Background: an optimization exercise with open tools, aiming at small area, a short achievable clock period and few clock cycles per item. Do not read the settings as production practice. Where RTL was checked, it was by simulation tests only, not by an equivalence proof against the original.

==> quartz <==
## running_mean_variance_stats_top
module running_mean_variance_stats_top (
  input  wire logic                                    clk,
  input  wire logic                                    rst,
  input  wire logic                                    in_valid,
  output logic                                         in_stall,
  input  wire logic                                    cmd,
  input  wire logic signed [rmvs_pkg::SAMPLE_BITS-1:0] sample,
  output logic                                         out_valid,
  input  wire logic                                    out_stall,
  output logic [rmvs_pkg::COUNT_BITS-1:0]              sample_count,
  output logic signed [rmvs_pkg::TOTAL_BITS-1:0]       total,
  output logic signed [rmvs_pkg::SAMPLE_BITS-1:0]      smallest,
  output logic signed [rmvs_pkg::SAMPLE_BITS-1:0]      largest,
  output logic signed [rmvs_pkg::MEAN_BITS-1:0]        mean_q8,
  output logic [rmvs_pkg::VAR_BITS-1:0]                variance_q8,
  output logic [rmvs_pkg::STD_BITS-1:0]                std_dev_q8,
  output logic                                         has_data,
  output logic                                         variance_valid,
  output logic                                         count_saturated
);
clock: 9.5 ns
lec_check: 0
abc_area: 1
cap_margin: 20
core_margin: 2
core_utilization: 40
slew_margin: 20
run.sh (not shown) runs the stock make flow with config.mk's settings and CLKGATE_MAP_FILE= SYNTH_SCRIPT=/design/flow/synth_recipe.tcl, a recipe that flattens the netlist after the stock synthesis.
==> inputs of lagoon, as changes to quartz <==
--- a/flow/design.v
+++ b/flow/design.v
@@ -1065,11 +1065,10 @@
 `default_nettype wire
 `default_nettype none
 module rmvs_front (
   input  wire logic                clk,
   input  wire logic                rst,
-  input  wire logic                adv,
   input  wire logic                take,
   input  wire logic                add,
   input  wire logic                cmd,
   input  wire logic signed [15:0]  sample,
   input  wire logic                s2_wr,
@@ -1077,53 +1076,31 @@
   output logic [15:0]              n,
   output logic signed [31:0]       sum,
   output logic [47:0]              s2,
   output logic signed [15:0]       lo,
   output logic signed [15:0]       hi,
-  output logic                     ovf,
-  output logic [15:0]              n_nx,
-  output logic signed [31:0]       sum_nx
+  output logic                     ovf
 );
-  logic               pclr;     
-  logic               padd;     
-  logic               psat;     
-  logic signed [15:0] px;       
-  assign n_nx   = pclr ? '0 : padd ? n + 1'b1 : n;
-  assign sum_nx = pclr ? '0 : padd ? sum + 32'(px) : sum;
-  always_ff @(posedge clk) begin
-    if (rst) begin
-      pclr <= 1'b1;
-      padd <= 1'b0;
-      psat <= 1'b0;
-      px   <= '0;
-    end else if (adv) begin
-      pclr <= take & cmd;
-      padd <= add;
-      psat <= take & ~cmd & ~add;
-      px   <= sample;
-    end
-  end
   always_ff @(posedge clk) begin
-    if (rst || (adv && pclr)) begin
+    if (rst || (take && cmd)) begin
       n   <= '0;
       sum <= '0;
+      s2  <= '0;
       lo  <= rmvs_pkg::SAMPLE_MAX;
       hi  <= rmvs_pkg::SAMPLE_MIN;
       ovf <= 1'b0;
-    end else if (adv) begin
-      n   <= n_nx;
-      sum <= sum_nx;
-      if (padd && px < lo) lo <= px;
-      if (padd && px > hi) hi <= px;
-      if (psat) ovf <= 1'b1;
-    end
-  end
-  always_ff @(posedge clk) begin
-    if (rst || (take && cmd)) begin
-      s2 <= '0;
+    end else if (take) begin
+      if (add) begin
+        n   <= n + 1'b1;
+        sum <= sum + 32'(sample);
+        if (sample < lo) lo <= sample;
+        if (sample > hi) hi <= sample;
+      end else begin
+        ovf <= 1'b1;
+      end
     end else if (s2_wr) begin
-      s2 <= s2_nx;
+      s2  <= s2_nx;
     end
   end
 endmodule
 module rmvs_mid (
   input  wire logic                clk,
@@ -1138,45 +1115,42 @@
   output logic [47:0]              s2_nx,
   output logic [31:0]              d_hi,
   output logic [31:0]              dlo,
   output logic [31:0]              den
 );
-  logic p0, p2, p4;
+  logic p0, p2, p4, p7;
   logic acc_wr, acc_shift, base_acc;
   always_ff @(posedge clk) begin
     if (adv) begin
-      p0 <= 1'b1; p2 <= 1'b0; p4 <= 1'b0;
+      p0 <= 1'b1; p2 <= 1'b0; p4 <= 1'b0; p7 <= 1'b0;
       acc_wr <= 1'b0; acc_shift <= 1'b0; base_acc <= 1'b0;
     end else begin
       p0        <= 1'b0;
       p2        <= (ph == 4'd1);
       p4        <= (ph == 4'd3);
+      p7        <= (ph == 4'd6);
       acc_wr    <= (ph <= 4'd5);
       acc_shift <= (ph == 4'd1 || ph == 4'd3);
       base_acc  <= (ph >= 4'd1 && ph <= 4'd5);
     end
   end
   logic [17:0] ma;
   logic [16:0] mb;
   logic [17:0] ma_nx;
   logic [16:0] mb_nx;
   logic [36:0] msum;
-  logic [17:0] ma_sel;
-  logic        ma_neg;
   always_comb begin
-    ma_neg = 1'b0;
     case (ph)
-      4'd0: begin ma_sel = {2'b0, n};                       mb_nx = {1'b0, msum[15:0]};    end
-      4'd1: begin ma_sel = {2'b0, sum[15:0]};               mb_nx = {1'b0, sum[15:0]};     ma_neg = 1'b1; end
-      4'd2: begin ma_sel = {2'b0, n};                       mb_nx = {1'b0, s2[31:16]};     end
-      4'd3: begin ma_sel = {sum[31], sum[31:16], 1'b0};     mb_nx = {1'b0, sum[15:0]};     ma_neg = 1'b1; end
-      4'd4: begin ma_sel = {2'b0, n};                       mb_nx = {1'b0, s2[47:32]};     end
-      4'd5: begin ma_sel = {{2{sum[31]}}, sum[31:16]};      mb_nx = {sum[31], sum[31:16]}; ma_neg = 1'b1; end
-      4'd7, 4'd8: begin ma_sel = {2'b0, n};                 mb_nx = {1'b0, n - 1'b1};      end
-      default: begin ma_sel = '0;                           mb_nx = '0;                    end
+      4'd0: begin ma_nx = {2'b0, n};                         mb_nx = {1'b0, msum[15:0]};    end
+      4'd1: begin ma_nx = 18'(-{2'b0, sum[15:0]});           mb_nx = {1'b0, sum[15:0]};     end
+      4'd2: begin ma_nx = {2'b0, n};                         mb_nx = {1'b0, s2[31:16]};     end
+      4'd3: begin ma_nx = 18'(-{sum[31], sum[31:16], 1'b0}); mb_nx = {1'b0, sum[15:0]};     end
+      4'd4: begin ma_nx = {2'b0, n};                         mb_nx = {1'b0, s2[47:32]};     end
+      4'd5: begin ma_nx = 18'(-{{2{sum[31]}}, sum[31:16]});  mb_nx = {sum[31], sum[31:16]}; end
+      4'd6: begin ma_nx = {2'b0, n};                         mb_nx = {1'b0, n - 1'b1};      end
+      default: begin ma_nx = '0;                             mb_nx = '0;                    end
     endcase
-    ma_nx = ma_neg ? 18'(-ma_sel) : ma_sel;
     if (adv) begin
       ma_nx = add ? {{2{sample[15]}}, sample} : '0;
       mb_nx = {sample[15], sample};
     end
   end
@@ -1199,11 +1173,11 @@
   assign s2_nx = {msum[36] ? s2_hi_inc : s2[47:36], msum[35:0]};
   always_ff @(posedge clk) begin
     if (acc_wr) acc <= acc_shift ? {{16{msum[36]}}, msum[36:16]} : msum;
     if (p2) dlo[15:0]  <= msum[15:0];
     if (p4) dlo[31:16] <= msum[15:0];
-    if (adv) den <= {msum[31:1], msum[0] | (n[15:1] == '0)};
+    if (p7) den <= {msum[31:1], msum[0] | (n[15:1] == '0)};
   end
   assign d_hi = acc[31:0];
 endmodule
 `default_nettype wire
 `default_nettype none
@@ -1261,27 +1235,39 @@
       d1v  <= 1'b1;
       d2v  <= 1'b1;
       wsel <= 8'd1;
     end else begin
       d1v  <= (ph <= 4'd6);
-      d2v  <= (ph <= 4'd4);
+      d2v  <= (ph <= 4'd3);
       wsel <= {wsel[6:0], 1'b0};
     end
   end
+  logic [15:0]        n1;
+  logic signed [31:0] sum1;
+  logic signed [15:0] lo1;
+  logic signed [15:0] hi1;
+  logic               ovf1;
+  logic [31:0]        den1;
   logic [31:0]        rem1;
   logic [38:0]        qd1;      
   logic [31:0]        rem1_nx;
   logic [2:0]         q1;
   rmvs_div3 #(.W(32)) u_div1 (
     .r_in  (rem1),
     .b_in  (qd1[38:36]),
-    .d     (den_in),
+    .d     (den1),
     .r_out (rem1_nx),
     .q     (q1)
   );
   always_ff @(posedge clk) begin
     if (adv) begin
+      n1   <= n_in;
+      sum1 <= sum_in;
+      lo1  <= lo_in;
+      hi1  <= hi_in;
+      ovf1 <= ovf_in;
+      den1 <= den_in;
       rem1 <= {d_hi[30:0], dlo_in[31]};       
       qd1  <= {dlo_in[30:0], 8'h00};          
     end else if (d1v) begin
       rem1 <= rem1_nx;
       qd1  <= {qd1[35:0], q1};
@@ -1289,37 +1275,31 @@
   end
   logic [31:0] den2;
   logic [31:0] rem2;
   logic [38:0] qd2;
   logic [31:0] rem2_nx;
-  logic [1:0]  q2;
-  always_comb begin
-    logic [31:0] r;
-    r = rem2;
-    for (int i = 0; i < 2; i++) begin
-      logic [32:0] t;
-      logic        b;
-      t = {r, qd2[38-i]};
-      b = (t >= {1'b0, den2});
-      r = b ? 32'(t - {1'b0, den2}) : t[31:0];
-      q2[1-i] = b;
-    end
-    rem2_nx = r;
-  end
+  logic [2:0]  q2;
+  rmvs_div3 #(.W(32)) u_div2 (
+    .r_in  (rem2),
+    .b_in  (qd2[38:36]),
+    .d     (den2),
+    .r_out (rem2_nx),
+    .q     (q2)
+  );
   always_ff @(posedge clk) begin
     if (adv) begin
-      sample_count    <= n_in;
-      total           <= sum_in;
-      smallest        <= lo_in;
-      largest         <= hi_in;
-      count_saturated <= ovf_in;
-      den2            <= den_in;
-      rem2            <= rem1_nx;
-      qd2             <= {qd1[35:0], q1};
+      sample_count    <= n1;
+      total           <= sum1;
+      smallest        <= lo1;
+      largest         <= hi1;
+      count_saturated <= ovf1;
+      den2            <= den1;
+      rem2            <= rem1;
+      qd2             <= qd1;
     end else if (d2v) begin
       rem2 <= rem2_nx;
-      qd2  <= {qd2[36:0], q2};
+      qd2  <= {qd2[35:0], q2};
     end
   end
   assign has_data       = (sample_count != '0);
   assign variance_valid = (sample_count[15:1] != '0);
   assign variance_q8    = qd2;
@@ -1327,11 +1307,11 @@
   logic [15:0] ndiv;
   logic [15:0] mrem;
   logic [23:0] mq;
   logic [15:0] mrem_nx;
   logic [2:0]  mqb;
-  assign amag1 = sum_in[31] ? 32'(-sum_in) : 32'(sum_in);
+  assign amag1 = sum1[31] ? 32'(-sum1) : 32'(sum1);
   assign ndiv  = {sample_count[15:1], sample_count[0] | (sample_count == '0)};
   rmvs_div3 #(.W(16)) u_mdiv (
     .r_in  (mrem),
     .b_in  (mq[23:21]),
     .d     (ndiv),
@@ -1354,11 +1334,11 @@
   logic [23:0] sroot [4];
   logic [24:0] sr    [4];
   always_comb begin
     win = {6{wsel[6]}} & {qd2[3:0], 2'b00};
     for (int c = 0; c < 6; c++) begin
-      win = win | ({6{wsel[c]}} & qd2[27-4*c -: 6]);
+      win = win | ({6{wsel[c]}} & qd2[24-3*c -: 6]);
     end
   end
   always_comb begin
     sroot[0] = root;
     sr[0]    = srem;
@@ -1446,17 +1426,14 @@
   logic               s2_wr;
   logic [47:0]        s2_nx;
   logic [31:0]        d_hi;
   logic [31:0]        dlo;
   logic [31:0]        den;
-  logic [15:0]        n_nx;
-  logic signed [31:0] sum_nx;
-  assign add = take & ~cmd & (n_nx != rmvs_pkg::COUNT_FULL);
+  assign add = take & ~cmd & (n != rmvs_pkg::COUNT_FULL);
   rmvs_front u_front (
     .clk          (clk),
     .rst          (rst),
-    .adv          (adv),
     .take         (take),
     .add          (add),
     .cmd          (cmd),
     .sample       (sample),
     .s2_wr        (s2_wr),
@@ -1464,22 +1441,20 @@
     .n            (n),
     .sum          (sum),
     .s2           (s2),
     .lo           (lo),
     .hi           (hi),
-    .ovf          (ovf),
-    .n_nx         (n_nx),
-    .sum_nx       (sum_nx)
+    .ovf          (ovf)
   );
   rmvs_mid u_mid (
     .clk          (clk),
     .adv          (adv),
     .add          (add),
     .sample       (sample),
     .ph           (ph),
-    .n            (n_nx),
-    .sum          (sum_nx),
+    .n            (n),
+    .sum          (sum),
     .s2           (s2),
     .s2_wr        (s2_wr),
     .s2_nx        (s2_nx),
     .d_hi         (d_hi),
     .dlo          (dlo),
Settings changed: ABC_AREA 1 to unset.
==> inputs of juniper, as changes to quartz <==
Settings changed: ABC_AREA 1 to unset, CORE_UTILIZATION 40 to 65.
==> notes <==
Synthesized area, highest first: lagoon, quartz, juniper.
Register-to-register slack, highest first: quartz, juniper, lagoon.
Between lagoon and juniper, the lower synthesized cell count is in juniper (gap about 1.3%, measured against juniper).
Against juniper, the worst setup slack of quartz is higher by 0.50 ns.
Cell count, highest first: quartz, lagoon, juniper.
Between juniper and lagoon, the lower routed wire length is in juniper (gap 5.1%, measured against lagoon).
Count of clock-buffer cells in the layout, lowest first: quartz, juniper, lagoon.
==> figures <==
quantity                                                         lagoon         quartz         juniper
Unique masters post-synth                                            85             75              97
Instance count on the critical path                                  40             48              33
Die height                                                     393.6 um       385.0 um        301.5 um
Syn Nets                                                           7438           8629            7318
Data-path buffer share of cell area in the final layout          6.681%         4.051%          4.600%
Count of plain and timing-repair buffers in the layout              543            279             320
Number of buffers created by CTS                                     89             73              72
Non-CTS inverters                                                   577           1350             555
Post-place instance area                                    66550 sq um    61760 sq um     60650 sq um
Amount of wire on met2 after detailed routing                  88.10 mm       90.63 mm        84.38 mm
Total via count after detailed routing                            51782          53655           51572
Hold Crit Start                                          u_back.den1[7]  u_front.hi[5]  u_front.lo[12]
RD Place Congestion                                              0.9599          1.039           1.037
Worst-margin pin slew                                          1.237 ns       1.172 ns        1.151 ns
Total of fill cells in the finished design                        14362          14524            6753
Status                                         timing/DRC/antenna clean  timing/DRC/antenna clean  timing/DRC/antenna clean
Testbench counts of quartz, summed over its fixed seeds: cycles 43,352, items 4,800.
Testbench counts of juniper, summed over its fixed seeds: cycles 43,352, items 4,800.
No functional check of the RTL was part of lagoon.

separate check: timing with driven ports:
No port has a modelled driver above. Below, the same layouts with a new extraction and two added sets of constraints. Step 1, drivers: a clkbuf_16 drives clk and a buf_2 each remaining input, both assumed. Step 2 adds t to the input delays and takes it off the output delays; t is the mean of the earliest and latest rising clock arrival at the registers after step 1. Input paths then give back, and output paths get back, about the clock's delay inside the block. a / b / c = ideal ports / drivers / drivers and shift; a / b = the first two.
run	t, ns	setup WS [ns]	worst slew at a driven data input, ns	cell pins on the clock port's net
quartz	0.754	0.782 / 0.782 / 0.782	0.08	1
lagoon	0.792	0.175 / 0.175 / 0.175	0.18	1
juniper	0.738	0.284 / 0.284 / 0.284	0.04	1
After both steps setup and hold are still met in every run listed.
